Source: an optimization exercise on an open RTL-to-GDS flow (aim: small area, a short achievable clock period and few clock cycles per item). Production flows keep margins and buffers that such runs may drop.
In this exercise RTL edits were held to simulation tests only and were not proved equivalent to the original.
Power figures rest on the tool's default switching activity, not on a simulated workload.

[flow/design.v]
package scmi_mbox_pkg;
  localparam int NUM_CHANNELS = 4;
  localparam int NUM_PORTS = 2;
  localparam int CHAN_W = 2;
  localparam int WORD_W = 3;
  localparam int ADDR_W = CHAN_W + WORD_W;
  localparam int DATA_W = 32;
  typedef logic [ADDR_W-1:0]       addr_t;
  typedef logic [DATA_W-1:0]       data_t;
  typedef logic [CHAN_W-1:0]       chan_t;
  typedef logic [WORD_W-1:0]       word_off_t;
  typedef logic [NUM_CHANNELS-1:0] chan_vec_t;
  localparam word_off_t DOORBELL_OFFSET   = 3'd6;
  localparam word_off_t COMPLETION_OFFSET = 3'd7;
  localparam int NUM_PAYLOAD_WORDS = int'(DOORBELL_OFFSET);
  typedef enum logic [1:0] {
    PORT_IDLE,
    PORT_BUSY,
    PORT_DONE
  } port_state_e;
endpackage
`timescale 1ns/1ns
module scmi_mbox_port (
  input  logic                    clk_i,
  input  logic                    rst_n_i,
  input  logic                    req_i,
  output logic                    pend_o,
  input  logic                    gnt_i,
  input  scmi_mbox_pkg::data_t    bus_rdata_i,
  output logic                    ack_o,
  output scmi_mbox_pkg::data_t    rdata_o
);
  logic                 ack_q;
  scmi_mbox_pkg::data_t rdata_q;
  assign pend_o = req_i && !ack_q;
  always_ff @(posedge clk_i) begin
    if (!rst_n_i) begin
      ack_q <= 1'b0;
    end else if (gnt_i) begin
      ack_q <= 1'b1;
    end else if (!req_i) begin
      ack_q <= 1'b0;
    end
  end
  always_ff @(posedge clk_i) begin
    if (!ack_q) begin
      rdata_q <= bus_rdata_i;
    end
  end
  assign ack_o   = ack_q;
  assign rdata_o = rdata_q;
endmodule
`timescale 1ns/1ns
module scmi_mbox_arbiter (
  input  logic                 clk_i,
  input  logic                 rst_n_i,
  input  logic                 p0_pend_i,
  input  logic                 p0_we_i,
  input  scmi_mbox_pkg::addr_t p0_addr_i,
  input  scmi_mbox_pkg::data_t p0_wdata_i,
  output logic                 p0_gnt_o,
  input  logic                 p1_pend_i,
  input  logic                 p1_we_i,
  input  scmi_mbox_pkg::addr_t p1_addr_i,
  input  scmi_mbox_pkg::data_t p1_wdata_i,
  output logic                 p1_gnt_o,
  output logic [scmi_mbox_pkg::NUM_CHANNELS-1:0] mem_turn_o,
  output logic                 mem_we_o,
  output scmi_mbox_pkg::data_t mem_wdata_o
);
  localparam int NT = 8;
  logic [NT-1:0] turn_q;
  always_ff @(posedge clk_i) begin
    if (!rst_n_i) begin
      turn_q <= '0;
    end else begin
      turn_q <= ~turn_q;
    end
  end
  assign p0_gnt_o = p0_pend_i && !turn_q[0];
  assign p1_gnt_o = p1_pend_i &&  turn_q[0];
  assign mem_turn_o = turn_q[scmi_mbox_pkg::NUM_CHANNELS-1:0];
  assign mem_we_o   = turn_q[0] ? (p1_pend_i && p1_we_i) : (p0_pend_i && p0_we_i);
  for (genvar b = 0; b < 4; b++) begin : g_wbyte
    assign mem_wdata_o[b*8 +: 8] = turn_q[4 + b] ? p1_wdata_i[b*8 +: 8] : p0_wdata_i[b*8 +: 8];
  end
endmodule
`timescale 1ns/1ns
module scmi_mbox_shared_mem (
  input  logic                      clk_i,
  input  logic                      rst_n_i,
  input  scmi_mbox_pkg::chan_vec_t  bus_turn_i,
  input  scmi_mbox_pkg::addr_t      bus_addr0_i,
  input  scmi_mbox_pkg::addr_t      bus_addr1_i,
  input  logic                      bus_we_i,
  input  scmi_mbox_pkg::data_t      bus_wdata_i,
  output scmi_mbox_pkg::data_t      bus_rdata_o,
  output scmi_mbox_pkg::chan_vec_t  irq_doorbell_o,
  output scmi_mbox_pkg::chan_vec_t  irq_completion_o
);
  localparam int NW = scmi_mbox_pkg::NUM_CHANNELS * scmi_mbox_pkg::NUM_PAYLOAD_WORDS;
  scmi_mbox_pkg::data_t      payload_q [NW];
  scmi_mbox_pkg::chan_vec_t  doorbell_q;
  scmi_mbox_pkg::chan_vec_t  completion_q;
  scmi_mbox_pkg::chan_t      chan;
  scmi_mbox_pkg::word_off_t  off;
  scmi_mbox_pkg::data_t      rd_word;
  logic [NW-1:0] wsel;
  logic [NW-1:0] rsel;
  logic [NW-1:0] dec0, dec1;
  assign chan = bus_turn_i[0] ? bus_addr1_i[scmi_mbox_pkg::ADDR_W-1:scmi_mbox_pkg::WORD_W]
                           : bus_addr0_i[scmi_mbox_pkg::ADDR_W-1:scmi_mbox_pkg::WORD_W];
  assign off  = bus_turn_i[0] ? bus_addr1_i[scmi_mbox_pkg::WORD_W-1:0]
                           : bus_addr0_i[scmi_mbox_pkg::WORD_W-1:0];
  always_comb begin
    for (int c = 0; c < scmi_mbox_pkg::NUM_CHANNELS; c++) begin
      for (int w = 0; w < scmi_mbox_pkg::NUM_PAYLOAD_WORDS; w++) begin
        dec0[c * scmi_mbox_pkg::NUM_PAYLOAD_WORDS + w] =
          bus_addr0_i == scmi_mbox_pkg::addr_t'(c * 8 + w);
        dec1[c * scmi_mbox_pkg::NUM_PAYLOAD_WORDS + w] =
          bus_addr1_i == scmi_mbox_pkg::addr_t'(c * 8 + w);
      end
    end
    for (int i = 0; i < NW; i++) begin
      rsel[i] = bus_turn_i[i / scmi_mbox_pkg::NUM_PAYLOAD_WORDS] ? dec1[i] : dec0[i];
    end
    wsel = bus_we_i ? rsel : '0;
  end
  always_comb begin
    rd_word = '0;
    for (int i = 0; i < NW; i++) begin
      rd_word = rd_word | (rsel[i] ? payload_q[i] : '0);
    end
    if (off == scmi_mbox_pkg::DOORBELL_OFFSET) begin
      rd_word[0] = doorbell_q[chan];
    end
    if (off == scmi_mbox_pkg::COMPLETION_OFFSET) begin
      rd_word[0] = completion_q[chan];
    end
  end
  always_ff @(posedge clk_i) begin
    if (!rst_n_i) begin
      doorbell_q   <= '0;
      completion_q <= '0;
    end else if (bus_we_i) begin
      if (off == scmi_mbox_pkg::DOORBELL_OFFSET) begin
        doorbell_q[chan] <= bus_wdata_i[0];
      end
      if (off == scmi_mbox_pkg::COMPLETION_OFFSET) begin
        completion_q[chan] <= bus_wdata_i[0];
      end
    end
  end
  for (genvar i = 0; i < NW; i++) begin : g_word
    logic load, keep;
    assign load = rst_n_i && wsel[i];
    assign keep = rst_n_i && !wsel[i];
    always_ff @(posedge clk_i) begin
      payload_q[i] <= ({scmi_mbox_pkg::DATA_W{load}} & bus_wdata_i)
                    | ({scmi_mbox_pkg::DATA_W{keep}} & payload_q[i]);
    end
  end
  assign bus_rdata_o = rd_word;
  assign irq_doorbell_o   = doorbell_q;
  assign irq_completion_o = completion_q;
endmodule
`timescale 1ns/1ns
module scmi_mbox_top (
  input  logic                      clk_i,
  input  logic                      rst_n_i,
  input  logic                      agent_req_i,
  input  logic                      agent_we_i,
  input  scmi_mbox_pkg::addr_t      agent_addr_i,
  input  scmi_mbox_pkg::data_t      agent_wdata_i,
  output logic                      agent_ack_o,
  output scmi_mbox_pkg::data_t      agent_rdata_o,
  input  logic                      platform_req_i,
  input  logic                      platform_we_i,
  input  scmi_mbox_pkg::addr_t      platform_addr_i,
  input  scmi_mbox_pkg::data_t      platform_wdata_i,
  output logic                      platform_ack_o,
  output scmi_mbox_pkg::data_t      platform_rdata_o,
  output scmi_mbox_pkg::chan_vec_t  irq_doorbell_o,
  output scmi_mbox_pkg::chan_vec_t  irq_completion_o
);
  logic                 agent_pend,  platform_pend;
  logic                 agent_gnt,   platform_gnt;
  scmi_mbox_pkg::chan_vec_t mem_turn;
  logic                 mem_we;
  scmi_mbox_pkg::data_t mem_wdata;
  scmi_mbox_pkg::data_t mem_rdata;
  scmi_mbox_port u_agent_port (
    .clk_i       (clk_i),
    .rst_n_i     (rst_n_i),
    .req_i       (agent_req_i),
    .pend_o      (agent_pend),
    .gnt_i       (agent_gnt),
    .bus_rdata_i (mem_rdata),
    .ack_o       (agent_ack_o),
    .rdata_o     (agent_rdata_o)
  );
  scmi_mbox_port u_platform_port (
    .clk_i       (clk_i),
    .rst_n_i     (rst_n_i),
    .req_i       (platform_req_i),
    .pend_o      (platform_pend),
    .gnt_i       (platform_gnt),
    .bus_rdata_i (mem_rdata),
    .ack_o       (platform_ack_o),
    .rdata_o     (platform_rdata_o)
  );
  scmi_mbox_arbiter u_arbiter (
    .clk_i       (clk_i),
    .rst_n_i     (rst_n_i),
    .p0_pend_i   (agent_pend),
    .p0_we_i     (agent_we_i),
    .p0_addr_i   (agent_addr_i),
    .p0_wdata_i  (agent_wdata_i),
    .p0_gnt_o    (agent_gnt),
    .p1_pend_i   (platform_pend),
    .p1_we_i     (platform_we_i),
    .p1_addr_i   (platform_addr_i),
    .p1_wdata_i  (platform_wdata_i),
    .p1_gnt_o    (platform_gnt),
    .mem_turn_o  (mem_turn),
    .mem_we_o    (mem_we),
    .mem_wdata_o (mem_wdata)
  );
  scmi_mbox_shared_mem u_shared_mem (
    .clk_i            (clk_i),
    .rst_n_i          (rst_n_i),
    .bus_turn_i       (mem_turn),
    .bus_addr0_i      (agent_addr_i),
    .bus_addr1_i      (platform_addr_i),
    .bus_we_i         (mem_we),
    .bus_wdata_i      (mem_wdata),
    .bus_rdata_o      (mem_rdata),
    .irq_doorbell_o   (irq_doorbell_o),
    .irq_completion_o (irq_completion_o)
  );
endmodule
[flow/standard.sh]
#!/bin/bash
# synth_recipe.tcl (not shown) runs the flow's synth.tcl, then flattens the netlist and writes it again
# the make line also repeats each setting of config.mk as NAME=value (left out here)
make -C /OpenROAD-flow-scripts/flow DESIGN_CONFIG=/design/flow/config.mk WORK_HOME=/design/flow/orfs CLKGATE_MAP_FILE= SYNTH_SCRIPT=/design/flow/synth_recipe.tcl "${@:-finish}"
[flow/config.mk]
export PLATFORM = sky130hd
export DESIGN_NAME = scmi_mbox_top
export DESIGN_NICKNAME = scmi_mbox_top
export VERILOG_FILES = /design/flow/design.v
export SDC_FILE = /design/flow/constraint.sdc
export NUM_CORES = 4
export LEC_CHECK = 0
export CAP_MARGIN = 20
export CORE_MARGIN = 2
export CORE_UTILIZATION = 40
export CTS_BUF_LIST = sky130_fd_sc_hd__clkbuf_8
export CTS_CLUSTER_SIZE = 20
export SETUP_SLACK_MARGIN = 2.3
export SLEW_MARGIN = 20
export TNS_END_PERCENT = 100
[flow/constraint.sdc]
create_clock -name core_clock -period 5.0 [get_ports {clk_i}]
set_input_delay 1.0000 -clock core_clock [delete_from_list [all_inputs] [get_ports {clk_i}]]
set_output_delay 1.0000 -clock core_clock [all_outputs]
set_load 0.01 [all_outputs]
[flow/flow/run.sh]
#!/bin/bash
# Standard layout, with plain buffers on the ports instead of the delay
# buffers buffer_ports picks by default.
set -o pipefail
cp standard.sh standard.sh.log 2>/dev/null
export BUFFER_PORTS_ARGS="-buffer_cell sky130_fd_sc_hd__buf_2"
bash standard.sh > standard_run.log 2>&1
==> results of run 1 <==
per-layer routing:
metal,wire [um],vias up,part of all wire
met5,13,-,0.00010
met1,52200,14223,0.41
met4,5500,2,0.043
met3,13200,298,0.10
li1,-,13038,-
met2,56000,1724,0.44
power by group:
part           internal, mW  switching, mW
clock network          2.99           2.86
logic                 0.271          0.847
registers              6.91         0.0439
repair_timing:
action / in CTS / in global routing
cloned: 4 / 3
endpoints found under the setup margin: 649 / 189
pin swaps: 12 / 24
gates resized for setup: 75 / 48
setup buffers: 15 / 18
logic make-up after synthesis:
group                    after synthesis
flip-flops                           850
AO/OA/AOI/OAI                       1283
adder cells (fa/ha/maj)                4
AND/OR/NAND/NOR                     1054
buffers and inverters                330
multiplexers                          74
state kept, by name, summed over array words and instances (netlist names):
register	cells
u_shared_mem.payload_q	768
u_agent_port.rdata_q	32
u_platform_port.rdata_q	32
u_arbiter.turn_q	8
u_shared_mem.completion_q	4
u_shared_mem.doorbell_q	4
u_agent_port.ack_q	1
u_platform_port.ack_q	1
stage by stage:
stage / worst slack [ns] / power (mW) / util
after floorplan: 1.98 / 7.58 / -
after global placement: 0.974 / 8.09 / 0.435
after detailed placement: 0.937 / 8.09 / 0.436
after CTS: 2.26 / 13.9 / 0.475
after global routing: 2.25 / 14.3 / 0.482
final: 2.22 / 13.9 / 0.482
synthesized netlist by cell type (6+ instances only):
cell,instances,share of area
nand3_1,19,0.0030
or4_1,7,0.0017
nand4_1,14,0.0028
a211oi_1,8,0.0019
edfxtp_1,64,0.061
a22oi_1,181,0.043
buf_1,14,0.0017
clkbuf_1,283,0.033
and2_1,6,0.0012
a222oi_1,41,0.013
a2bb2oi_1,7,0.0019
o21ai_1,246,0.039
o22ai_1,42,0.0083
o22a_1,8,0.0022
a22o_1,16,0.0044
mux2i_1,69,0.022
o21ai_0,549,0.087
nor2_1,53,0.0063
dfxtp_1,786,0.50
nor3_1,12,0.0019
buf_2,26,0.0041
a221o_1,15,0.0047
nor4_1,8,0.0016
a221oi_1,28,0.0077
a21oi_1,90,0.014
inv_1,6,0.00071
nor2b_1,6,0.0012
o2bb2ai_1,18,0.0050
nand2_1,879,0.10
worst max-delay path, cell delays in order:
cell and delay [ns]:
buf_4 0.19, and3b_1 0.23, or2_4 0.38, buf_4 0.28, a222oi_1 0.30, nor2_1 0.09, a2111o_1 0.37, or4_1 0.46
how the worst min path moves through the flow:
stage	startpoint	end	slack (ns)
2_1_floorplan	u_shared_mem.payload_q[2][0]	u_shared_mem.payload_q[2][0]	0.42
3_3_place_gp	u_shared_mem.payload_q[22][13]	u_shared_mem.payload_q[22][13]	0.43
3_5_place_dp	u_shared_mem.payload_q[8][17]	u_shared_mem.payload_q[8][17]	0.44
4_1_cts	agent_req_i	u_agent_port.ack_q	0.39
5_1_grt	agent_req_i	u_agent_port.ack_q	0.44
6_report	agent_req_i	u_agent_port.ack_q	0.42
cells in the final DEF, fill, tap and decap left out, types with 6 or more instances in the layout:
cell type	count
a211oi_1	8
a21oi_1	65
a21oi_4	23
a221o_1	15
a221oi_1	21
a221oi_2	7
a222oi_1	41
a22o_1	15
a22oi_1	169
a22oi_2	13
buf_12	9
buf_2	149
buf_4	154
clkbuf_8	164
clkinv_2	14
clkinvlp_4	7
dfxtp_1	782
edfxtp_1	64
inv_1	53
mux2i_1	33
mux2i_2	23
mux2i_4	13
nand2_1	872
nand3_1	17
nand4_1	14
nor2_1	40
nor2_2	6
nor2_4	7
nor3_1	10
o21ai_0	547
o21ai_1	242
o22a_1	8
o22ai_1	42
o2bb2ai_1	18
area by class of cell:
cell class | instances | area [sq um] | area share
Antenna cell | 1 | 2.50 | 0.0000660
Clock buffer | 164 | 2260 | 0.0595
Clock inverter | 78 | 383 | 0.0101
Inverter | 6 | 23.8 | 0.000627
Multi-Input combinational cell | 2421 | 13900 | 0.367
Sequential cell | 850 | 17700 | 0.466
Tap cell | 1050 | 1310 | 0.0346
Timing Repair Buffer | 326 | 2340 | 0.0618
==> results.toml, run 1 <==
[global_routing]
grt_overflow_total = 0
busiest_layer = "met2"
grt_start_max_net_pins = 34
antenna_found_initial = 2
grt.total_usage = 0.302
use_met3 = 0.0649
first_global_vias = 26807
use_met2 = 0.455
globalRouteMet1Util = 0.414
grt_pass1_wl_mm = 183

[clocking]
cts_tree = "yes"
cts_buffer_depth = 3
clk_pin_slew_ns = 0.06
clock-sinks = 850
clkLatencyLatePin_ns = 0.83
cts_hold_buf = 0
root_buffer = "clkbuf_8"
cts_buffers = 138
h-tree-depth = 4

[worst_setup_path]
critPathCapture = "u_agent_port.rdata_q[23]"
reg2reg_to = "u_agent_port.rdata_q[4]"
endpoint_kind = "flip-flop"
crit_type = "in2reg"
cp-start-kind = "input port"
cp.arrival_ns = 3.33
r2r_cells = 7
critPathLaunch = "platform_addr_i[0]"
crit_required_ns = 5.56
cp_max_fo = 27
r2r_slack_ns = 2.25
timing.rr.start = "u_arbiter.turn_q[0]"

[synthesis]
syn-num-nets = 3679
synthCells = 3595
synthAdderAreaFrac = 0.00158
yosys.area_share.simple = 0.137
synth_ff_type = "dfxtp_1"
synth_warnings = 4
yosysSeqAreaShare = 0.557
synth-compound-area-share = 0.241
postSynthAreaPerCell_sq_um = 8.82
netlist-cell-type-count = 69
synth_seq_cells = 850
synthMuxAreaShare = 0.0243
synth_edf_count = 64
synth_top_family_by_area = "compound AO/OA/AOI/OAI gates"
synthXorXnorAreaFrac = 0
synth_area_sq_um = 31700
async_flop_share = 0

[die]
initial_core_util = 0.403
dieHeight_um = 286
pin_count = 154
coreArea_sq_um = 78700
die_x_um = 286
die_area_sq_um = 81600
placementRows = 103

[power_and_ir_drop]
ir_drop_uv = 248
p_per_area_nw_per_um2 = 367
power_leakage_nw = 13.6

[routing]
vias_per_cell = 5.98
drt_iter0_markers = 3975
drt-total-wl_mm = 127
ant_nets = 0
post_drt_wl_per_cell_um = 25.9
drc_errors = 0
via_count = 29285
dr.pass1.iters = 7

[cells_and_area]
syn2layout_area_growth_pct = 19.6
fin_nets = 3827
num-fill-cells = 7605
fin_area_sq_um = 37900
layoutNonFillerInstCount = 4896
drive_gt1_frac = 0.181

[sta]
relSlewSlack = 0.177
slew_violations = 0
worst_pin_slew_ns = 1.23
fmax_mhz = 360
setup_viol = 0
timing.hold.ws_ns = 0.425
rsz0062_at_grt = "true"
post-route-period-util = 0.555
fin_tns_setup_ns = 0
fin_skew_ns = 0.0351
hold_viol_final = 0
fin_crit_ns = 2.78

[min_path]
hold_class = "in2reg"
hold_path_depth = 3

[run_status]
status = "no timing/DRC/antenna violations"

[placement]
portBuffers = 153
place_area_sq_um = 34300
dp_hpwl_mm = 80.1
dp.cells = 4609
gp_congestion = 0.925

[flow_run]
drv_cap = 0
Testbench counts, summed over its fixed seeds: cycles 4,008, items 4,000.
==> inputs of run 2 (changes only) <==
--- a/flow/config.mk
+++ b/flow/config.mk
@@ -10,6 +10,6 @@
 export CORE_UTILIZATION = 40
 export CTS_BUF_LIST = sky130_fd_sc_hd__clkbuf_8
 export CTS_CLUSTER_SIZE = 20
-export SETUP_SLACK_MARGIN = 2.3
+export SETUP_SLACK_MARGIN = 2.7
 export SLEW_MARGIN = 20
 export TNS_END_PERCENT = 100
==> results.toml, run 2 <==
[sta]
fin_tns_setup_ns = 0
rsz0062_at_grt = "true"
hold_viol_final = 0
timing.hold.ws_ns = 0.407
worst_pin_slew_ns = 1.10
fmax_mhz = 369
setup_viol = 0
slew_violations = 0
post-route-period-util = 0.541
relSlewSlack = 0.263
fin_crit_ns = 2.71
fin_skew_ns = 0.0398
setup_slack_ns = 2.29

[synthesis]
yosysMostFrequentCell = "nand2_1"
yosysTopAreaCellShare = 0.496
postSynthAreaPerCell_sq_um = 8.82
synth_edf_count = 64
yosysTopAreaCell = "dfxtp_1"
netlist-cell-type-count = 69
netlist_top_cells_count = "879 x nand2_1, 786 x dfxtp_1, 549 x o21ai_0, 283 x clkbuf_1, 246 x o21ai_1"
synth_area_sq_um = 31700
syn-num-nets = 3679
synthCells = 3595
synth_area_leaders = "dfxtp_1 50%, nand2_1 10%, o21ai_0 8.7%, edfxtp_1 6.1%, a22oi_1 4.3%"
yosysSeqAreaShare = 0.557
synth_seq_cells = 850
synth_ff_type = "dfxtp_1"
synth_warnings = 4
async_flop_share = 0

[cells_and_area]
num-fill-cells = 6989
reg.largest.list = "u_shared_mem.payload_q x768, u_agent_port.rdata_q x32, u_platform_port.rdata_q x32"
final_cell_mix = "861 x nand2_1, 772 x dfxtp_1, 520 x o21ai_1"
syn2layout_area_growth_pct = 32.3
largest_reg_flops = 768
drive_gt1_frac = 0.263
fin_nets = 4061
final_common_cell = "nand2_1"
fin_util = 0.533
regMostFlops = "u_shared_mem.payload_q"

[global_routing]
grt_start_max_net_pins = 49
grt_overflow_total = 0
grt_pass1_wl_mm = 201
antenna_found_initial = 2
first_global_vias = 28588
grt.total_usage = 0.335

[routing]
drt-total-wl_mm = 144
drc_errors = 0
drt_iter0_markers = 5056
met2_length_mm = 62.1
top_layer_used = "met5"
vias_per_cell = 6.15
post_drt_wl_per_cell_um = 28.1
wl_met3_mm = 17.4
dr.pass1.iters = 9
wl_met1_mm = 55.0
ant_nets = 0
via_count = 31618

[worst_setup_path]
cp.arrival_ns = 3.26
cp-start-kind = "flip-flop"
crit_type = "reg2reg"
crit_required_ns = 5.55
endpoint_kind = "flip-flop"
cp_max_fo = 8

[die]
coreArea_sq_um = 78700
die_x_um = 286
dieHeight_um = 286
die_area_sq_um = 81600
placementRows = 103
initial_core_util = 0.403
pin_count = 154

[placement]
gp_congestion = 0.898
dp_hpwl_mm = 79.9
post-place-ws_ns = 0.858
portBuffers = 153

[clocking]
cts_buffer_depth = 3
h-tree-depth = 4
root_buffer = "clkbuf_8"
clock-sinks = 850
cts_hold_buf = 0
cts_tree = "yes"
cts_buffers = 138
clk_pin_slew_ns = 0.06
clkLatencyLatePin_ns = 0.82

[power_and_ir_drop]
power_leakage_nw = 15.4
p_per_area_nw_per_um2 = 346
ir_drop_uv = 271
power_mw = 14.5

[run_status]
status = "no timing/DRC/antenna violations"

[flow_run]
drv_cap = 0

[min_path]
hold_class = "in2reg"
## run 2: cell count changes in the layout (fill, tap and decap cells not counted), sizes merged, moves of 2 or more
cell,delta
bufbuf,+2
nand2,+5
inv,+3
mux2,+2
a21oi,+8
buf,+209
bufinv,+3
clkbuf,+5
## run 2: stage by stage
step                      area [sq um]  std cells
after global placement           34600       4609
after CTS                        40500       5042
after global routing             42000       5137
final                            42000       5138
after floorplan                  33400       3595
after detailed placement         34600       4609
## run 2: critical path, stage by stage (launching register included)
cell and delay [ns]:
dfxtp_4 0.36, buf_6 0.13, and3b_2 0.22, or2_4 0.36, a222oi_1 0.63, o21bai_1 0.14, or4b_4 0.58
## run 2: power by group
part / leakage (nW) / switching (mW) / internal [mW]
clock: 1.60 / 2.91 / 3.16
sequential: 7.08 / 0.0498 / 6.91
combinational: 6.67 / 1.03 / 0.484
## run 2: per-layer routing
layer,vias to the layer above,track usage
met3,525,0.0828
met2,2307,0.501
li1,13593,-
met4,2,0.203
met1,15191,0.436
met5,-,0
## run 2: what timing repair did
item / in CTS / in global routing
gates resized for setup: 303 / 132
pin swaps: 96 / 98
gates cloned: 27 / 10
setup buffers: 157 / 84
endpoints found under the setup margin: 914 / 555
## run 2: path summary, 6_finish.rpt
check,start,to,slack [ns],depth (start not counted)
worst max-delay path,u_arbiter.turn_q[2],u_agent_port.rdata_q[10],2.29,6
worst min-delay path,agent_req_i,u_agent_port.ack_q,0.41,3
worst max register to register,u_arbiter.turn_q[2],u_agent_port.rdata_q[10],2.29,6
worst min register to register,u_shared_mem.payload_q[3][23],u_shared_mem.payload_q[3][23],0.44,2
## run 2: cell type report
cell class	count	area, sq um	share of cell area
flip-flops and latches	850	17700	0.421
clock inverters	84	470	0.0112
repair buffers	541	4930	0.118
clock buffers	165	2270	0.0541
well taps	1050	1310	0.0313
diodes	2	5.00	0.000119
inverters	6	27.5	0.000656
multi-input cells	2440	15300	0.364
## run 2: logic make-up after synthesis
logic type	count (synthesis)	share of synthesized area
flip-flops	850	0.557
buffers and inverters	330	0.0403
AND/OR/NAND/NOR	1054	0.137
multiplexers	74	0.0243
AO/OA/AOI/OAI	1283	0.241
adder cells (fa/ha/maj)	4	0.00158
==> inputs of run 3 (changes only) <==
--- a/flow/config.mk
+++ b/flow/config.mk
@@ -10,6 +10,6 @@
 export CORE_UTILIZATION = 40
 export CTS_BUF_LIST = sky130_fd_sc_hd__clkbuf_8
 export CTS_CLUSTER_SIZE = 20
-export SETUP_SLACK_MARGIN = 2.7
+export SETUP_SLACK_MARGIN = 2.5
 export SLEW_MARGIN = 20
 export TNS_END_PERCENT = 100
==> results.toml, run 3 <==
[synthesis]
yosysTopAreaCellShare = 0.496
synth_edf_count = 64
syn-num-nets = 3679
synth_warnings = 4
synth_seq_cells = 850
async_flop_share = 0
synth_area_sq_um = 31700
netlist_top_cells_count = "879 x nand2_1, 786 x dfxtp_1, 549 x o21ai_0, 283 x clkbuf_1, 246 x o21ai_1"
synth_ff_type = "dfxtp_1"
yosysSeqAreaShare = 0.557
netlist-cell-type-count = 69
synthCells = 3595
synth_area_leaders = "dfxtp_1 50%, nand2_1 10%, o21ai_0 8.7%, edfxtp_1 6.1%, a22oi_1 4.3%"
yosysMostFrequentCell = "nand2_1"
yosysTopAreaCell = "dfxtp_1"
postSynthAreaPerCell_sq_um = 8.82

[min_path]
hold_class = "in2reg"

[sta]
fin_skew_ns = 0.0461
post-route-period-util = 0.528
fmax_mhz = 379
fin_tns_setup_ns = 0
rsz0062_at_grt = "true"
setup_viol = 0
slew_violations = 0
setup_slack_ns = 2.36
timing.hold.ws_ns = 0.409
fin_crit_ns = 2.64
hold_viol_final = 0
relSlewSlack = 0.0780
worst_pin_slew_ns = 1.38

[global_routing]
use_met3 = 0.0594
first_global_vias = 27637
grt_overflow_total = 0
busiest_layer = "met2"
grt.total_usage = 0.314
use_met2 = 0.465
grt_start_max_net_pins = 33
grt_pass1_wl_mm = 190
globalRouteMet1Util = 0.426
antenna_found_initial = 4

[clocking]
h-tree-depth = 4
cts_buffers = 141
clkLatencyLatePin_ns = 0.84
root_buffer = "clkbuf_8"
clock-sinks = 850
cts_tree = "yes"
clk_pin_slew_ns = 0.06
cts_buffer_depth = 3

[power_and_ir_drop]
ir_drop_uv = 223
p_per_area_nw_per_um2 = 363
power_leakage_nw = 14.3

[worst_setup_path]
crit_required_ns = 5.55
cp.arrival_ns = 3.19
cp_max_fo = 6
cp-start-kind = "flip-flop"
r2r_slack_ns = 2.36
endpoint_kind = "flip-flop"
crit_type = "reg2reg"

[cells_and_area]
fin_nets = 3935
drive_gt1_frac = 0.223
fin_util = 0.505
final_cell_mix = "873 x nand2_1, 781 x dfxtp_1, 540 x o21ai_0"
regMostFlops = "u_shared_mem.payload_q"
final_common_cell = "nand2_1"
syn2layout_area_growth_pct = 25.4
layoutNonFillerInstCount = 5010
reg.largest.list = "u_shared_mem.payload_q x768, u_agent_port.rdata_q x32, u_platform_port.rdata_q x32"
largest_reg_flops = 768
multi_input_area_sq_um = 14600
num-fill-cells = 7420
seq_area_sq_um = 17700

[routing]
drc_errors = 0
via_count = 30136
drt_iter0_markers = 4236
ant_nets = 0
post_drt_wl_per_cell_um = 26.7
drt-total-wl_mm = 134
dr.pass1.iters = 10
vias_per_cell = 6.02

[placement]
gp_congestion = 0.923
dp_hpwl_mm = 81.9
dp.cells = 4616
post-place-ws_ns = 0.865
portBuffers = 153

[flow_run]
drv_cap = 0

[die]
die_area_sq_um = 81600
placementRows = 103
coreArea_sq_um = 78700
dieHeight_um = 286
die_x_um = 286
initial_core_util = 0.403
pin_count = 154

[run_status]
status = "no timing/DRC/antenna violations"
-- run 3: cell counts after synthesis --
Identical to the previous run, type by type.
-- run 3: repair_timing --
item                       4_1_cts  5_1_grt
hold buffers                     0        0
resized for setup              131      109
pin swaps                       35       55
setup endpoints to repair      771      351
cloned                           9        9
setup buffers                   73       48
-- run 3: logic make-up after synthesis --
logic type | Yosys count | share of synthesized area
and+or+nand+nor | 1054 | 0.137
adders and majority gates | 4 | 0.00158
muxes | 74 | 0.0243
buffers and inverters | 330 | 0.0403
AOI/OAI and AO/OA | 1283 | 0.241
DFF | 850 | 0.557
-- run 3: area by class of cell --
class | instances | area share
multi-input cells | 2431 | 0.366
diodes | 5 | 0.000315
inverters | 6 | 0.000566
clock inverters | 69 | 0.00991
clock buffers | 178 | 0.0616
flip-flops and latches | 850 | 0.444
repair buffers | 421 | 0.0842
well taps | 1050 | 0.0330
-- run 3: metal layers --
metal / vias to the layer above / share of wire
li1: 13307 / -
met1: 14473 / 0.40
met2: 1988 / 0.43
met3: 364 / 0.11
met4: 4 / 0.061
met5: - / 0.00023
-- run 3: path summary, 6_finish.rpt --
path	start	endpoint	depth (start not counted)
hold / removal	agent_req_i	u_agent_port.ack_q	3
setup reg to reg	u_arbiter.turn_q[1]	u_agent_port.rdata_q[2]	7
setup / recovery	u_arbiter.turn_q[1]	u_agent_port.rdata_q[2]	7
hold reg to reg	u_shared_mem.payload_q[17][23]	u_shared_mem.payload_q[17][23]	2
-- run 3: where the power goes --
group,internal (mW),switching (mW)
registers,6.91,0.0536
clock network,3.31,2.89
logic,0.360,0.911
-- run 3: per-stage QoR --
step / total power, mW / cell area [sq um]
floorplan: 7.61 / 32500
global placement: 8.11 / 34500
detailed placement: 8.12 / 34600
CTS: 14.3 / 38700
global route: 14.8 / 39800
finish: 14.4 / 39800
-- run 3: critical path, cell delays in order (launching register included) --
cell,delay [ns]
dfxtp_4,0.38
buf_8,0.12
mux2_8,0.40
mux2i_2,0.21
o2bb2ai_2,0.10
a221o_1,0.32
a221o_1,0.30
or4_4,0.52
==> inputs of run 4 (changes only) <==
==> flow/flow/run.sh (replaced) <==
#!/bin/bash
# Standard layout, with two changes made through the variables the ORFS
# scripts read: plain buffers on the ports instead of the delay buffers
# buffer_ports picks by default, and clock tree synthesis without dummy
# loads (its other arguments as the standard flow passes them).
set -o pipefail
cp standard.sh standard.sh.log 2>/dev/null
export BUFFER_PORTS_ARGS="-buffer_cell sky130_fd_sc_hd__buf_1"
export CTS_ARGS="-sink_clustering_enable -repair_clock_nets -sink_clustering_size 20 -buf_list sky130_fd_sc_hd__clkbuf_8 -dont_use_dummy_load"
bash standard.sh > standard_run.log 2>&1
--- a/flow/config.mk
+++ b/flow/config.mk
@@ -7,7 +7,7 @@
 export LEC_CHECK = 0
 export CAP_MARGIN = 20
 export CORE_MARGIN = 2
-export CORE_UTILIZATION = 40
+export CORE_UTILIZATION = 35
 export CTS_BUF_LIST = sky130_fd_sc_hd__clkbuf_8
 export CTS_CLUSTER_SIZE = 20
 export SETUP_SLACK_MARGIN = 2.5
==> results.toml, run 4 <==
[die]
coreArea_sq_um = 89900
pin_count = 154
dieHeight_um = 305
initial_core_util = 0.353
placementRows = 110
die_x_um = 305
die_area_sq_um = 93100

[min_path]
hold_path_depth = 3
hold_path_end = "u_agent_port.ack_q"
hp-start = "agent_req_i"
hold_class = "in2reg"

[cells_and_area]
syn2layout_area_growth_pct = 24.2
fin_nets = 3975
drive_gt1_frac = 0.191
largest_reg_flops = 768
final_cell_mix = "865 x nand2_1, 782 x dfxtp_1, 541 x o21ai_0"
final_common_cell = "nand2_1"
fin_util = 0.438
regMostFlops = "u_shared_mem.payload_q"
layoutNonFillerInstCount = 5066
fin_area_sq_um = 39400
reg.largest.list = "u_shared_mem.payload_q x768, u_agent_port.rdata_q x32, u_platform_port.rdata_q x32"

[worst_setup_path]
path_cells = "buf_6 -> nand2_1 -> o21ai_2 -> buf_4 -> a22oi_1 -> a21oi_1 -> nor4_4 -> nand3_2"
cp_max_fo = 18
path_buf_inv = 2
cp-start-kind = "input port"
critPathSlowestCell = "a21oi_1"
crit_cells = 8
cpPeakStageDelay_ns = 0.58
crit_required_ns = 5.64
reg2reg_to = "u_platform_port.rdata_q[28]"
path_delay_family = "compound AO/OA/AOI/OAI gates"
r2r_slack_ns = 2.36
cp.arrival_ns = 3.30
timing.rr.start = "u_arbiter.turn_q[0]"
crit_type = "in2reg"
endpoint_kind = "flip-flop"
r2r_cells = 8

[sta]
hold_viol_final = 0
worst_pin_slew_ns = 1.21
fin_skew_ns = 0.0610
relSlewSlack = 0.193
rsz0062_at_grt = "true"
post-route-period-util = 0.533
fin_tns_setup_ns = 0
setup_viol = 0
slew_violations = 0
fmax_mhz = 376
timing.hold.ws_ns = 0.433
fin_crit_ns = 2.66
setup_slack_ns = 2.34

[clocking]
h-tree-depth = 4
cts_tree = "yes"
cts_buffers = 140
cts_buffer_depth = 3
clock-sinks = 850
cts_hold_buf = 0
clk_pin_slew_ns = 0.05
clkLatencyLatePin_ns = 0.81
root_buffer = "clkbuf_8"

[placement]
portBuffers = 153
dp.cells = 4748
post-place-ws_ns = 0.700
gp_congestion = 0.916
place_area_sq_um = 34600
dp_hpwl_mm = 83.3

[synthesis]
synth_area_leaders = "dfxtp_1 50%, nand2_1 10%, o21ai_0 8.7%, edfxtp_1 6.1%, a22oi_1 4.3%"
postSynthAreaPerCell_sq_um = 8.82
syn-num-nets = 3679
synth_area_sq_um = 31700
netlist-cell-type-count = 69
netlist_top_cells_count = "879 x nand2_1, 786 x dfxtp_1, 549 x o21ai_0, 283 x clkbuf_1, 246 x o21ai_1"
synth_seq_cells = 850
synthCells = 3595
yosysTopAreaCell = "dfxtp_1"
synth_edf_count = 64
yosysSeqAreaShare = 0.557
synth_warnings = 4
synth_ff_type = "dfxtp_1"
yosysTopAreaCellShare = 0.496
async_flop_share = 0
yosysMostFrequentCell = "nand2_1"

[routing]
dr.pass1.iters = 9
post_drt_wl_per_cell_um = 26.9
via_count = 30192
drc_errors = 0
vias_per_cell = 5.96
drt_iter0_markers = 4726
ant_nets = 0
drt-total-wl_mm = 136

[global_routing]
grt_pass1_wl_mm = 193
first_global_vias = 27501
grt_overflow_total = 0
grt.total_usage = 0.280
grt_start_max_net_pins = 33
antenna_found_initial = 1

[power_and_ir_drop]
p_per_area_nw_per_um2 = 338
power_leakage_nw = 13.5
ir_drop_uv = 220
power_mw = 13.3

[run_status]
status = "no timing/DRC/antenna violations"

[flow_run]
drv_cap = 0
## run 4: cell types whose count changed in the layout (fill, tap and decap cells not counted), sizes merged
| cell | delta |
|---|---|
| a21oi | +4 |
| a22o | +1 |
| and2 | -1 |
| buf | +42 |
| bufinv | -2 |
| clkbuf | -38 |
| clkinv | -15 |
| clkinvlp | -5 |
| diode | -4 |
| inv | -47 |
| mux2 | -3 |
| mux2i | -1 |
| or2 | -1 |
## run 4: worst reg2reg max path, delay by kind of cell, from the launching register on
family,cells,cell delay [ns]
AND/OR/NAND/NOR,3,1.14
flip-flops,1,0.37
buffers and inverters,2,0.32
AO/OA/AOI/OAI,3,0.56
## run 4: worst max-delay path by stage
stage,from,end,slack [ns]
2_1_floorplan,platform_addr_i[0],u_agent_port.rdata_q[2],1.98
4_1_cts,u_arbiter.turn_q[0],u_agent_port.rdata_q[10],2.36
3_5_place_dp,agent_addr_i[0],u_platform_port.rdata_q[24],0.70
3_3_place_gp,agent_addr_i[0],u_agent_port.rdata_q[24],0.69
5_1_grt,u_arbiter.turn_q[3],u_agent_port.rdata_q[7],2.27
6_report,agent_addr_i[1],u_platform_port.rdata_q[21],2.34
## run 4: logic make-up (layout without fill, tap and decap cells)
kind of cell | Yosys count | in the layout | share of synthesized area
compound gates | 1283 | 1294 | 0.241
fa+ha+maj | 4 | 4 | 0.00158
buf+inv | 330 | 609 | 0.0403
flops | 850 | 850 | 0.557
mux | 74 | 75 | 0.0243
other cells | 0 | 1 | 0
simple gates | 1054 | 1057 | 0.137
## run 4: report_power, final
part,internal (mW),switching (mW)
Clock,2.46,2.57
Sequential,6.92,0.0486
Combinational,0.384,0.954
Total,9.76,3.57
## run 4: final cells by class
type	instances	area [sq um]
diodes	1	2.50
flip-flops and latches	850	17700
clock buffers	140	1930
inverters	6	28.8
fillers	8826	50500
multi-input cells	2430	14700
well taps	1176	1470
repair buffers	463	3630
## run 4: metal layers
layer	vias up	share of wire	global-route usage
met5	-	0.000095	0
met4	2	0.055	0.148
met3	354	0.12	0.0652
met2	1984	0.42	0.411
met1	14576	0.40	0.380
li1	13276	-	-
## run 4: what timing repair did
| action | 4_1_cts | 5_1_grt |
|---|---|---|
| pin swaps | 47 | 61 |
| gates resized for setup | 163 | 127 |
| cloned | 15 | 4 |
| setup buffers | 90 | 67 |
| endpoints found under the setup margin | 821 | 547 |
==> inputs of run 5 (changes only) <==
--- a/flow/config.mk
+++ b/flow/config.mk
@@ -7,7 +7,7 @@
 export LEC_CHECK = 0
 export CAP_MARGIN = 20
 export CORE_MARGIN = 2
-export CORE_UTILIZATION = 35
+export CORE_UTILIZATION = 40
 export CTS_BUF_LIST = sky130_fd_sc_hd__clkbuf_8
 export CTS_CLUSTER_SIZE = 20
 export SETUP_SLACK_MARGIN = 2.5
==> results.toml, run 5 <==
[sta]
rsz0062_at_grt = "true"
setup_viol = 0
fin_tns_setup_ns = 0
post-route-period-util = 0.529
fmax_mhz = 378
hold_viol_final = 0
relSlewSlack = 0.256
fin_crit_ns = 2.64
slew_violations = 0
fin_skew_ns = 0.0520
setup_slack_ns = 2.36
worst_pin_slew_ns = 1.12

[cells_and_area]
num-fill-cells = 7646
fin_util = 0.490
largest_reg_flops = 768
drive_gt1_frac = 0.170
seq_area_sq_um = 17700
multi_input_area_sq_um = 14400
final_common_cell = "nand2_1"
fin_nets = 3922
fin_area_sq_um = 38600
syn2layout_area_growth_pct = 21.6
final_cell_mix = "868 x nand2_1, 782 x dfxtp_1, 541 x o21ai_0"
regMostFlops = "u_shared_mem.payload_q"
reg.largest.list = "u_shared_mem.payload_q x768, u_agent_port.rdata_q x32, u_platform_port.rdata_q x32"

[synthesis]
yosysTopAreaCellShare = 0.496
syn-num-nets = 3679
yosysTopAreaCell = "dfxtp_1"
netlist-cell-type-count = 69
netlist_top_cells_count = "879 x nand2_1, 786 x dfxtp_1, 549 x o21ai_0, 283 x clkbuf_1, 246 x o21ai_1"
synthCells = 3595
synth_edf_count = 64
synth_warnings = 4
synth_ff_type = "dfxtp_1"
postSynthAreaPerCell_sq_um = 8.82
synth_area_sq_um = 31700
yosysSeqAreaShare = 0.557
synth_area_leaders = "dfxtp_1 50%, nand2_1 10%, o21ai_0 8.7%, edfxtp_1 6.1%, a22oi_1 4.3%"
async_flop_share = 0
yosysMostFrequentCell = "nand2_1"
synth_seq_cells = 850

[die]
pin_count = 154
placementRows = 103
die_area_sq_um = 81600
initial_core_util = 0.403
die_x_um = 286
dieHeight_um = 286
coreArea_sq_um = 78700

[global_routing]
busiest_layer = "met2"
grt_overflow_total = 0
grt_pass1_wl_mm = 190
grt_start_max_net_pins = 41
use_met2 = 0.471
use_met3 = 0.0632
antenna_found_initial = 2
grt.total_usage = 0.314
first_global_vias = 27442
globalRouteMet1Util = 0.421

[clocking]
h-tree-depth = 4
clkLatencyLatePin_ns = 0.80
root_buffer = "clkbuf_8"
cts_hold_buf = 0
clock-sinks = 850
cts_tree = "yes"
cts_buffer_depth = 3
clk_pin_slew_ns = 0.05
cts_buffers = 139

[routing]
dr.pass1.iters = 7
drc_errors = 0
drt-total-wl_mm = 134
vias_per_cell = 6.12
drt_iter0_markers = 4345
ant_nets = 0
via_count = 29936
post_drt_wl_per_cell_um = 27.4

[placement]
post-place-ws_ns = 0.717
portBuffers = 153
place_area_sq_um = 34300
dp_hpwl_mm = 82.7
gp_congestion = 0.904

[power_and_ir_drop]
ir_drop_uv = 246
p_per_area_nw_per_um2 = 342
power_leakage_nw = 13.2

[worst_setup_path]
cp-start-kind = "flip-flop"
cp.arrival_ns = 3.22
endpoint_kind = "flip-flop"
path_cells = "buf_6 -> nor3b_2 -> or2_4 -> nor2b_4 -> buf_4 -> a221o_1 -> a21oi_1 -> a31oi_1"
crit_required_ns = 5.58
critPathSlowestCell = "nor3b_2"
crit_type = "reg2reg"
cpPeakStageDelay_ns = 0.47
cp_max_fo = 7

[flow_run]
drv_cap = 0

[run_status]
status = "no timing/DRC/antenna violations"

[min_path]
hold_class = "in2reg"
## run 5: cell counts after synthesis
Identical to the previous run, type by type.
## run 5: final cells by class
cell class	count	area share
Sequential cell	850	0.458
Multi-Input combinational cell	2426	0.374
Timing Repair Buffer	415	0.0839
Clock buffer	139	0.0496
Tap cell	1050	0.0340
Inverter	6	0.000584
Antenna cell	5	0.000324
## run 5: repair_timing
item | CTS | global route
endpoints found under the setup margin | 836 | 354
pin swaps | 41 | 43
buffers inserted | 55 | 65
gates resized for setup | 142 | 88
gates cloned | 6 | 7
## run 5: final timing paths
path,cells past startpoint,start,end,slack (ns)
worst min-delay path,3,agent_req_i,u_agent_port.ack_q,0.42
worst min register to register,2,u_shared_mem.payload_q[18][5],u_shared_mem.payload_q[18][5],0.45
worst max-delay path,8,u_arbiter.turn_q[3],u_agent_port.rdata_q[0],2.36
worst max register to register,8,u_arbiter.turn_q[3],u_agent_port.rdata_q[0],2.36
## run 5: worst max-delay path: cells and delay by family, from the launching register on
family,cells,cell delay (ns)
compound gates,3,0.62
flops,1,0.37
simple gates,3,1.11
buf+inv,2,0.32
## run 5: stage by stage
| step | hold WS [ns] | std cells | power, mW |
|---|---|---|---|
| floorplan | 0.419 | 3595 | 7.61 |
| global placement | 0.431 | 4606 | 8.09 |
| detailed placement | 0.439 | 4609 | 8.10 |
| CTS | 0.370 | 4809 | 13.1 |
| global route | 0.440 | 4888 | 13.5 |
| finish | 0.421 | 4891 | 13.2 |
## run 5: metal layers
metal	vias to the layer above	wire (um)
met4	2	7810
met2	1941	58000
met5	-	14
li1	13153	-
met3	387	15000
met1	14453	53100
## run 5: power breakdown
| group | internal, mW | total [mW] | switching, mW |
|---|---|---|---|
| Combinational | 0.338 | 1.24 | 0.901 |
| Sequential | 6.92 | 6.97 | 0.0557 |
| Clock | 2.45 | 4.99 | 2.55 |
| Total | 9.70 | 13.2 | 3.50 |
## run 5: kinds of logic (layout without fill, tap and decap cells)
group	after synthesis	after routing	share of synthesized area
other	0	5	0
multiplexers	74	77	0.0243
buffers and inverters	330	560	0.0403
flip-flops	850	850	0.557
AO/OA/AOI/OAI	1283	1288	0.241
AND/OR/NAND/NOR	1054	1057	0.137
adder cells (fa/ha/maj)	4	4	0.00158
==> inputs of run 6 (changes only) <==
--- a/flow/config.mk
+++ b/flow/config.mk
@@ -10,6 +10,7 @@
 export CORE_UTILIZATION = 40
 export CTS_BUF_LIST = sky130_fd_sc_hd__clkbuf_8
 export CTS_CLUSTER_SIZE = 20
+export GPL_TIMING_DRIVEN = 0
 export SETUP_SLACK_MARGIN = 2.5
 export SLEW_MARGIN = 20
 export TNS_END_PERCENT = 100
==> results.toml, run 6 <==
[run_status]
status = "no timing/DRC/antenna violations"

[synthesis]
synthCells = 3595
synth_seq_cells = 850
postSynthAreaPerCell_sq_um = 8.82
yosysMostFrequentCell = "nand2_1"
synth_ff_type = "dfxtp_1"
synth_warnings = 4
async_flop_share = 0
yosysTopAreaCell = "dfxtp_1"
yosysSeqAreaShare = 0.557
synth_area_sq_um = 31700
synth_area_leaders = "dfxtp_1 50%, nand2_1 10%, o21ai_0 8.7%, edfxtp_1 6.1%, a22oi_1 4.3%"
syn-num-nets = 3679
yosysTopAreaCellShare = 0.496
netlist-cell-type-count = 69
netlist_top_cells_count = "879 x nand2_1, 786 x dfxtp_1, 549 x o21ai_0, 283 x clkbuf_1, 246 x o21ai_1"
synth_edf_count = 64

[clocking]
root_buffer = "clkbuf_8"
cts_tree = "yes"
clk_pin_slew_ns = 0.06
cts_buffers = 143
h-tree-depth = 4
clock-sinks = 850
clkLatencyLatePin_ns = 0.80
cts_buffer_depth = 3

[worst_setup_path]
r2r_slack_ns = 2.17
critPathCapture = "u_platform_port.rdata_q[6]"
critPathLaunch = "platform_addr_i[1]"
critPathSlowestCell = "a2111oi_4"
crit_cells = 13
cp-start-kind = "input port"
cpMostUsedCell = "buf_8"
path_buf_inv = 7
crit_required_ns = 5.43
endpoint_kind = "flip-flop"
cp.arrival_ns = 3.27
crit_type = "in2reg"
r2r_cells = 12
path_delay_family = "buffers and inverters"
cp_max_fo = 7
path_cells = "buf_8 -> and3b_1 -> or2_4 -> clkbuf_16 -> clkbuf_16 -> buf_8 -> buf_12 -> buf_8 -> buf_4 -> a22oi_2 -> o221ai_2 -> a2111oi_4 -> nand2_2"
timing.rr.start = "u_arbiter.turn_q[2]"
cpPeakStageDelay_ns = 0.38
reg2reg_to = "u_platform_port.rdata_q[6]"

[placement]
dp_hpwl_mm = 99.5
dp.cells = 4802
gp_congestion = 1.00
place_area_sq_um = 34500
portBuffers = 150
post-place-ws_ns = -0.199

[sta]
slew_violations = 0
hold_viol_final = 0
relSlewSlack = 0.286
worst_pin_slew_ns = 1.07
timing.hold.ws_ns = 0.440
setup_slack_ns = 2.16
fmax_mhz = 352
fin_crit_ns = 2.84
rsz0062_at_grt = "true"
post-route-period-util = 0.569
setup_viol = 0
fin_tns_setup_ns = 0
fin_skew_ns = 0.0752

[cells_and_area]
syn2layout_area_growth_pct = 27.2
largest_reg_flops = 768
regMostFlops = "u_shared_mem.payload_q"
drive_gt1_frac = 0.206
num-fill-cells = 7537
fin_util = 0.513
final_cell_mix = "867 x nand2_1, 782 x dfxtp_1, 537 x o21ai_0"
reg.largest.list = "u_shared_mem.payload_q x768, u_agent_port.rdata_q x32, u_platform_port.rdata_q x32"
final_common_cell = "nand2_1"
fin_area_sq_um = 40400
fin_nets = 4144
layoutNonFillerInstCount = 5113

[global_routing]
grt_overflow_total = 0
grt_start_max_net_pins = 27
first_global_vias = 28398
grt.total_usage = 0.333
grt_pass1_wl_mm = 196
antenna_found_initial = 8

[power_and_ir_drop]
ir_drop_uv = 216
power_mw = 13.5
power_leakage_nw = 14.1
p_per_area_nw_per_um2 = 333

[routing]
vias_per_cell = 6.01
ant_nets = 0
post_drt_wl_per_cell_um = 27.3
drt-total-wl_mm = 140
drc_errors = 0
dr.pass1.iters = 9
drt_iter0_markers = 4129
via_count = 30738

[die]
die_x_um = 286
coreArea_sq_um = 78700
dieHeight_um = 286
placementRows = 103
pin_count = 154
initial_core_util = 0.403
die_area_sq_um = 81600

[flow_run]
drv_cap = 0

[min_path]
hold_class = "in2reg"
run 6: worst min path at each step:
stage,start,endpoint,cells after the start
after global placement,u_shared_mem.payload_q[22][6],u_shared_mem.payload_q[22][6],2
after floorplan,u_shared_mem.payload_q[2][0],u_shared_mem.payload_q[2][0],2
after detailed placement,u_shared_mem.payload_q[4][10],u_shared_mem.payload_q[4][10],2
final,agent_req_i,u_agent_port.ack_q,3
after global routing,agent_req_i,u_agent_port.ack_q,3
after CTS,agent_req_i,u_agent_port.ack_q,3
run 6: power by group:
group / switching, mW / total [mW] / internal [mW]
logic: 0.967 / 1.40 / 0.437
registers: 0.0285 / 6.94 / 6.92
clock network: 2.59 / 5.11 / 2.52
run 6: cell families after synthesis:
kind of cell	after synthesis	synth area share
compound gates	1283	0.241
simple gates	1054	0.137
buf+inv	330	0.0403
flops	850	0.557
fa+ha+maj	4	0.00158
mux	74	0.0243
run 6: routing by layer:
| layer | part of all wire | GRT usage | vias to the layer above |
|---|---|---|---|
| li1 | - | - | 13604 |
| met5 | 0 | 0 | - |
| met1 | 0.39 | 0.439 | 14886 |
| met3 | 0.10 | 0.0687 | 456 |
| met4 | 0.086 | 0.245 | 0 |
| met2 | 0.42 | 0.483 | 1792 |
run 6: layout make-up:
cell class	count	area, sq um	share of cell area
multi-input combinational	2415	14500	0.359
inverter	6	26.3	0.000651
timing repair buffer	320	2370	0.0587
tap	1050	1310	0.0325
clock buffer	143	1970	0.0488
antenna	5	12.5	0.000310
sequential	850	17700	0.438
buffer	324	2540	0.0629
run 6: worst reg2reg max path, delay by kind of cell (launching register included):
family / cells / cell delay [ns]
flip-flops: 1 / 0.36
AO/OA/AOI/OAI: 3 / 0.71
buffers and inverters: 6 / 0.80
AND/OR/NAND/NOR: 3 / 0.63
run 6: repair_timing:
| action | 4_1_cts | 5_1_grt |
|---|---|---|
| hold buffers | 0 | 0 |
| gates cloned | 2 | 0 |
| resized for setup | 455 | 315 |
| endpoints found under the setup margin | 833 | 778 |
| setup buffers | 118 | 43 |
| pin swaps | 112 | 87 |
==> inputs of run 7 (changes only) <==
--- a/flow/config.mk
+++ b/flow/config.mk
@@ -5,12 +5,12 @@
 export SDC_FILE = /design/flow/constraint.sdc
 export NUM_CORES = 4
 export LEC_CHECK = 0
+export ABC_AREA = 1
 export CAP_MARGIN = 20
 export CORE_MARGIN = 2
 export CORE_UTILIZATION = 40
 export CTS_BUF_LIST = sky130_fd_sc_hd__clkbuf_8
 export CTS_CLUSTER_SIZE = 20
-export GPL_TIMING_DRIVEN = 0
 export SETUP_SLACK_MARGIN = 2.5
 export SLEW_MARGIN = 20
 export TNS_END_PERCENT = 100
==> results.toml, run 7 <==
[synthesis]
synth_top_family_by_area = "compound AO/OA/AOI/OAI gates"
netlist-cell-type-count = 35
synth_area_sq_um = 33000
yosysMostFrequentCell = "o22ai_1"
synth-compound-area-share = 0.211
synth_ff_type = "dfxtp_1"
yosysTopAreaCell = "dfxtp_1"
synthMuxAreaShare = 0.00941
synthCells = 3870
synth_edf_count = 64
postSynthAreaPerCell_sq_um = 8.52
async_flop_share = 0
netlist_top_cells_count = "960 x o22ai_1, 786 x dfxtp_1, 744 x inv_1, 407 x nand2_1, 221 x nor2_1"
synthAdderAreaFrac = 0.00152
synthXorXnorAreaFrac = 0
yosysTopAreaCellShare = 0.477
synth_area_leaders = "dfxtp_1 48%, o22ai_1 18%, inv_1 8.5%, edfxtp_1 5.8%, nand2_1 4.6%"
syn-num-nets = 3954
yosysSeqAreaShare = 0.536
synth_seq_cells = 850
yosys.area_share.simple = 0.109
synth_warnings = 4

[die]
coreArea_sq_um = 81800
die_area_sq_um = 84700
placementRows = 105
initial_core_util = 0.403
die_x_um = 291
dieHeight_um = 291
pin_count = 154

[placement]
place_area_sq_um = 34600
gp_congestion = 0.886
dp_hpwl_mm = 77.1
portBuffers = 153

[clocking]
cts_buffer_depth = 3
clk_pin_slew_ns = 0.05
cts_tree = "yes"
clock-sinks = 850
h-tree-depth = 4
clkLatencyLatePin_ns = 0.80
root_buffer = "clkbuf_8"
cts_buffers = 136

[flow_run]
drv_cap = 0

[worst_setup_path]
path_delay_family = "simple AND/OR/NAND/NOR gates"
path_buf_inv = 3
cp.arrival_ns = 3.11
cp_max_fo = 14
path_cells = "buf_1 -> inv_2 -> o21ai_2 -> nor2_2 -> nand2_4 -> buf_4 -> o22ai_1 -> nor2_1 -> nand2_1 -> nor2_1 -> nand2_1"
r2r_slack_ns = 2.46
cp-start-kind = "input port"
crit_type = "in2reg"
critPathSlowestCell = "buf_4"
timing.rr.start = "u_arbiter.turn_q[3]"
reg2reg_to = "u_platform_port.rdata_q[27]"
r2r_cells = 9
crit_required_ns = 5.50
cpPeakStageDelay_ns = 0.38
endpoint_kind = "flip-flop"

[power_and_ir_drop]
p_per_area_nw_per_um2 = 340
power_mw = 13.0
power_leakage_nw = 13.1
ir_drop_uv = 153

[cells_and_area]
fin_nets = 4145
num-fill-cells = 7936
reg.largest.list = "u_shared_mem.payload_q x768, u_agent_port.rdata_q x32, u_platform_port.rdata_q x32"
syn2layout_area_growth_pct = 16.1
final_common_cell = "o22ai_1"
final_cell_mix = "958 x o22ai_1, 781 x dfxtp_1, 740 x inv_1"
drive_gt1_frac = 0.125
multi_input_area_sq_um = 12000
regMostFlops = "u_shared_mem.payload_q"
seq_area_sq_um = 17700
largest_reg_flops = 768
fin_area_sq_um = 38300
fin_util = 0.468

[routing]
post_drt_wl_per_cell_um = 27.8
vias_per_cell = 6.07
drc_errors = 0
ant_nets = 0
drt_iter0_markers = 4637
drt-total-wl_mm = 143
via_count = 31165
dr.pass1.iters = 6

[global_routing]
grt.total_usage = 0.323
grt_overflow_total = 0
first_global_vias = 28659
grt_pass1_wl_mm = 201
grt_start_max_net_pins = 37
antenna_found_initial = 2

[sta]
worst_pin_slew_ns = 1.03
hold_viol_final = 0
fin_crit_ns = 2.61
fin_tns_setup_ns = 0
slew_violations = 0
fmax_mhz = 383
post-route-period-util = 0.522
fin_skew_ns = 0.0397
rsz0062_at_grt = "true"
relSlewSlack = 0.296
setup_viol = 0

[run_status]
status = "no timing/DRC/antenna violations"

[min_path]
hold_class = "in2reg"
hp-start = "agent_req_i"
hold_path_end = "u_agent_port.ack_q"
hold_path_depth = 3
==> run 7: cell count changes after synthesis, moves of 134 or more <==
| cell | delta |
|---|---|
| o22ai_1 | +918 |
| inv_1 | +738 |
| o21ai_0 | -507 |
| nand2_1 | -472 |
| o21ai_1 | -212 |
| clkbuf_1 | -197 |
| a22oi_1 | -181 |
| nor2_1 | +168 |
| buf_2 | +134 |
==> run 7: cell type report <==
type                            instances  share of cell area
Sequential cell                       850               0.462
Multi-Input combinational cell       1979               0.314
Inverter                              766              0.0761
Timing Repair Buffer                  328              0.0645
Clock buffer                          136              0.0489
Tap cell                             1070              0.0350
Antenna cell                            4            0.000261
==> run 7: timing repair <==
| action | in CTS | in global routing |
|---|---|---|
| setup endpoints to repair | 825 | 483 |
| buffers inserted | 49 | 24 |
| gates resized for setup | 105 | 46 |
| pin swaps | 26 | 11 |
| hold buffers | 0 | 0 |
| gates cloned | 18 | 3 |
==> run 7: worst min-delay path, stage by stage <==
cell	delay [ns]
buf_1	0.08
nand2_1	0.05
a21oi_1	0.03
==> run 7: cell families after synthesis <==
group / after synthesis
adders and majority gates: 4
DFF: 850
buffers and inverters: 1062
AOI/OAI and AO/OA: 1107
muxes: 31
and+or+nand+nor: 816
==> run 7: stage by stage <==
stage,setup slack [ns],cells,hold slack [ns]
detailed placement,0.983,4899,0.451
CTS,2.44,5102,0.404
global route,2.43,5130,0.461
global placement,1.09,4897,0.451
finish,2.39,5133,0.442
floorplan,2.65,3870,0.440
==> run 7: worst max path at each step <==
stage	startpoint	endpoint	slack (ns)	cells after the start
floorplan	agent_addr_i[4]	u_agent_port.rdata_q[3]	2.65	12
global placement	agent_addr_i[0]	u_shared_mem.payload_q[11][26]	1.09	8
detailed placement	agent_addr_i[0]	u_shared_mem.payload_q[22][28]	0.98	8
CTS	u_arbiter.turn_q[0]	u_agent_port.rdata_q[27]	2.44	13
global route	agent_addr_i[1]	u_platform_port.rdata_q[27]	2.43	11
finish	agent_addr_i[1]	u_platform_port.rdata_q[27]	2.39	11
==> run 7: power by group <==
part	leakage (nW)	internal [mW]	switching, mW
logic	5.05	0.263	0.861
registers	7.08	6.92	0.0435
clock network	0.978	2.40	2.54
==> run 7: per-layer routing <==
layer | share of wire | GRT usage | routed length (um)
met1 | 0.38 | 0.415 | 54000
met2 | 0.43 | 0.490 | 61600
met3 | 0.12 | 0.0812 | 17400
met4 | 0.069 | 0.193 | 9810
met5 | 0 | 0 | 0
==> inputs of run 8 (changes only) <==
--- a/flow/config.mk
+++ b/flow/config.mk
@@ -5,12 +5,11 @@
 export SDC_FILE = /design/flow/constraint.sdc
 export NUM_CORES = 4
 export LEC_CHECK = 0
-export ABC_AREA = 1
 export CAP_MARGIN = 20
 export CORE_MARGIN = 2
 export CORE_UTILIZATION = 40
 export CTS_BUF_LIST = sky130_fd_sc_hd__clkbuf_8
 export CTS_CLUSTER_SIZE = 20
-export SETUP_SLACK_MARGIN = 2.5
+export SETUP_SLACK_MARGIN = 2.6
 export SLEW_MARGIN = 20
 export TNS_END_PERCENT = 100
==> results.toml, run 8 <==
[sta]
slew_violations = 0
rsz0062_at_grt = "true"
setup_viol = 0
hold_viol_final = 0
timing.hold.ws_ns = 0.434
fin_crit_ns = 2.66
fmax_mhz = 376
relSlewSlack = 0.263
post-route-period-util = 0.531
fin_skew_ns = 0.0516
fin_tns_setup_ns = 0
worst_pin_slew_ns = 1.10

[cells_and_area]
syn2layout_area_growth_pct = 25.3
reg.largest.list = "u_shared_mem.payload_q x768, u_agent_port.rdata_q x32, u_platform_port.rdata_q x32"
num-fill-cells = 7433
largest_reg_flops = 768
final_common_cell = "nand2_1"
fin_util = 0.505
regMostFlops = "u_shared_mem.payload_q"
drive_gt1_frac = 0.209
final_cell_mix = "862 x nand2_1, 781 x dfxtp_1, 480 x o21ai_0"
fin_nets = 3997
layoutNonFillerInstCount = 4962

[synthesis]
async_flop_share = 0
syn-num-nets = 3679
synthCells = 3595
synth_area_leaders = "dfxtp_1 50%, nand2_1 10%, o21ai_0 8.7%, edfxtp_1 6.1%, a22oi_1 4.3%"
yosysTopAreaCellShare = 0.496
synth_edf_count = 64
netlist_top_cells_count = "879 x nand2_1, 786 x dfxtp_1, 549 x o21ai_0, 283 x clkbuf_1, 246 x o21ai_1"
yosysSeqAreaShare = 0.557
synth_ff_type = "dfxtp_1"
synth_area_sq_um = 31700
yosysTopAreaCell = "dfxtp_1"
synth_warnings = 4
synth_seq_cells = 850
postSynthAreaPerCell_sq_um = 8.82
yosysMostFrequentCell = "nand2_1"
netlist-cell-type-count = 69

[routing]
via_count = 30285
dr.pass1.iters = 6
drt-total-wl_mm = 135
drt_iter0_markers = 3948
vias_per_cell = 6.10
post_drt_wl_per_cell_um = 27.3
ant_nets = 0
drc_errors = 0

[placement]
gp_congestion = 0.920
dp.cells = 4609
dp_hpwl_mm = 80.6
portBuffers = 153

[global_routing]
grt_pass1_wl_mm = 190
antenna_found_initial = 4
grt_start_max_net_pins = 38
grt_overflow_total = 0
grt.total_usage = 0.314
first_global_vias = 27965

[power_and_ir_drop]
ir_drop_uv = 224
p_per_area_nw_per_um2 = 335
power_leakage_nw = 13.8
p_switching_mw = 3.53
power_mw = 13.3
clkPwrFrac = 0.376
internal-power_mw = 9.78
p_seq_frac = 0.524
power_frac_comb = 0.101
switching_share = 0.265

[worst_setup_path]
cp_max_fo = 9
path_buf_inv = 2
path_delay_family = "compound AO/OA/AOI/OAI gates"
critPathSlowestCell = "or4_4"
path_cells = "buf_2 -> nand4_1 -> a22oi_2 -> buf_12 -> a222oi_1 -> o211ai_1 -> or4_4"
crit_required_ns = 5.51
cpPeakStageDelay_ns = 0.53
endpoint_kind = "flip-flop"
crit_type = "in2reg"
cp-start-kind = "input port"
r2r_slack_ns = 2.38
cp.arrival_ns = 3.17

[clocking]
cts_buffer_depth = 3
root_buffer = "clkbuf_8"
cts_hold_buf = 0
h-tree-depth = 4
clkLatencyLatePin_ns = 0.79
clock-sinks = 850
clk_pin_slew_ns = 0.05
cts_tree = "yes"
cts_buffers = 140

[die]
die_x_um = 286
dieHeight_um = 286
initial_core_util = 0.403
pin_count = 154
die_area_sq_um = 81600
coreArea_sq_um = 78700
placementRows = 103

[run_status]
status = "no timing/DRC/antenna violations"

[min_path]
hold_class = "in2reg"

[flow_run]
drv_cap = 0
[run 8: final cells by class]
cell class	count	area (sq um)	area share
Timing Repair Buffer	484	3860	0.0972
Multi-Input combinational cell	2431	14900	0.376
Clock buffer	140	1930	0.0485
Sequential cell	850	17700	0.445
Tap cell	1050	1310	0.0331
Antenna cell	1	2.50	0.0000630
Inverter	6	22.5	0.000567
[run 8: logic make-up after synthesis]
logic type	count (synthesis)	synth area share
AO/OA/AOI/OAI	1283	0.241
adder cells (fa/ha/maj)	4	0.00158
buffers and inverters	330	0.0403
flip-flops	850	0.557
multiplexers	74	0.0243
AND/OR/NAND/NOR	1054	0.137
[run 8: repair_timing]
| item | CTS | global route |
|---|---|---|
| setup endpoints to repair | 858 | 473 |
| gates cloned | 9 | 9 |
| resized for setup | 206 | 172 |
| pin swaps | 56 | 85 |
| buffers inserted | 114 | 78 |
[run 8: stage by stage]
stage / cell area [sq um] / setup slack [ns]
floorplan: 32800 / 1.98
global placement: 34300 / 0.781
detailed placement: 34300 / 0.711
CTS: 38100 / 2.41
global route: 39700 / 2.37
finish: 39700 / 2.34
[run 8: worst register-to-register path, stage by stage (launching register included)]
cell      delay, ns
dfxtp_4        0.39
buf_6          0.14
nand4b_1       0.17
a22oi_2        0.19
buf_12         0.20
a222oi_1       0.37
o211ai_1       0.34
or4_4          0.53
[run 8: worst paths after layout]
kind	startpoint	endpoint	cells past startpoint
worst max-delay path	platform_addr_i[4]	u_platform_port.rdata_q[26]	7
worst min-delay path	agent_req_i	u_agent_port.ack_q	3
worst max register to register	u_arbiter.turn_q[3]	u_platform_port.rdata_q[26]	7
worst min register to register	u_shared_mem.payload_q[8][14]	u_shared_mem.payload_q[8][14]	2
[run 8: power groups by stage]
| stage | clock [mW] | combinational (mW) | sequential [mW] |
|---|---|---|---|
| 2_1_floorplan | 0 | 0.538 | 7.09 |
| 3_3_place_gp | 0 | 0.975 | 7.12 |
| 3_5_place_dp | 0 | 0.980 | 7.12 |
| 4_1_cts | 5.03 | 1.16 | 6.97 |
| 5_1_grt | 5.34 | 1.35 | 6.97 |
| 6_report | 5.00 | 1.34 | 6.97 |
[run 8: per-layer routing]
layer	share of wire	wire [um]	GRT usage
met1	0.40	53600	0.412
met5	0.00030	41	0
met3	0.11	14800	0.0695
met4	0.061	8270	0.184
met2	0.43	58700	0.476

## afterwards: timing with drivers on the ports
How much do the figures lean on ideal ports? The routed layouts below were timed once more, with nothing changed but the port constraints. Step 1 sets driving cells, clkbuf_16 on the clock port and buf_2 on the other inputs (assumed; they add their load-dependent delay and slew). Step 2, shift: input delay + t, output delay - t, t = (earliest + latest rising clock arrival at the registers) / 2. This alone moves slack from input paths to output paths. Three values: ideal ports, drivers, drivers and shift; two values: the first two.
run	shift t [ns]	setup WS [ns]	cell pins on the clock port's net
run 1	0.873	2.223 / 2.251 / 1.389	1
run 2	0.875	2.293 / 2.293 / 1.540	1
run 3	0.874	2.361 / 2.361 / 1.531	1
run 4	0.846	2.337 / 2.352 / 1.506	1
run 5	0.834	2.357 / 2.357 / 1.559	1
run 6	0.822	2.157 / 2.161 / 1.339	1
run 7	0.844	2.391 / 2.429 / 1.585	1
run 8	0.830	2.343 / 2.380 / 1.550	1
After both steps setup and hold are still met in every run listed. The setup slack of run 1, which loses most, moves by +0.028 ns with the drivers and by -0.834 ns with both steps.
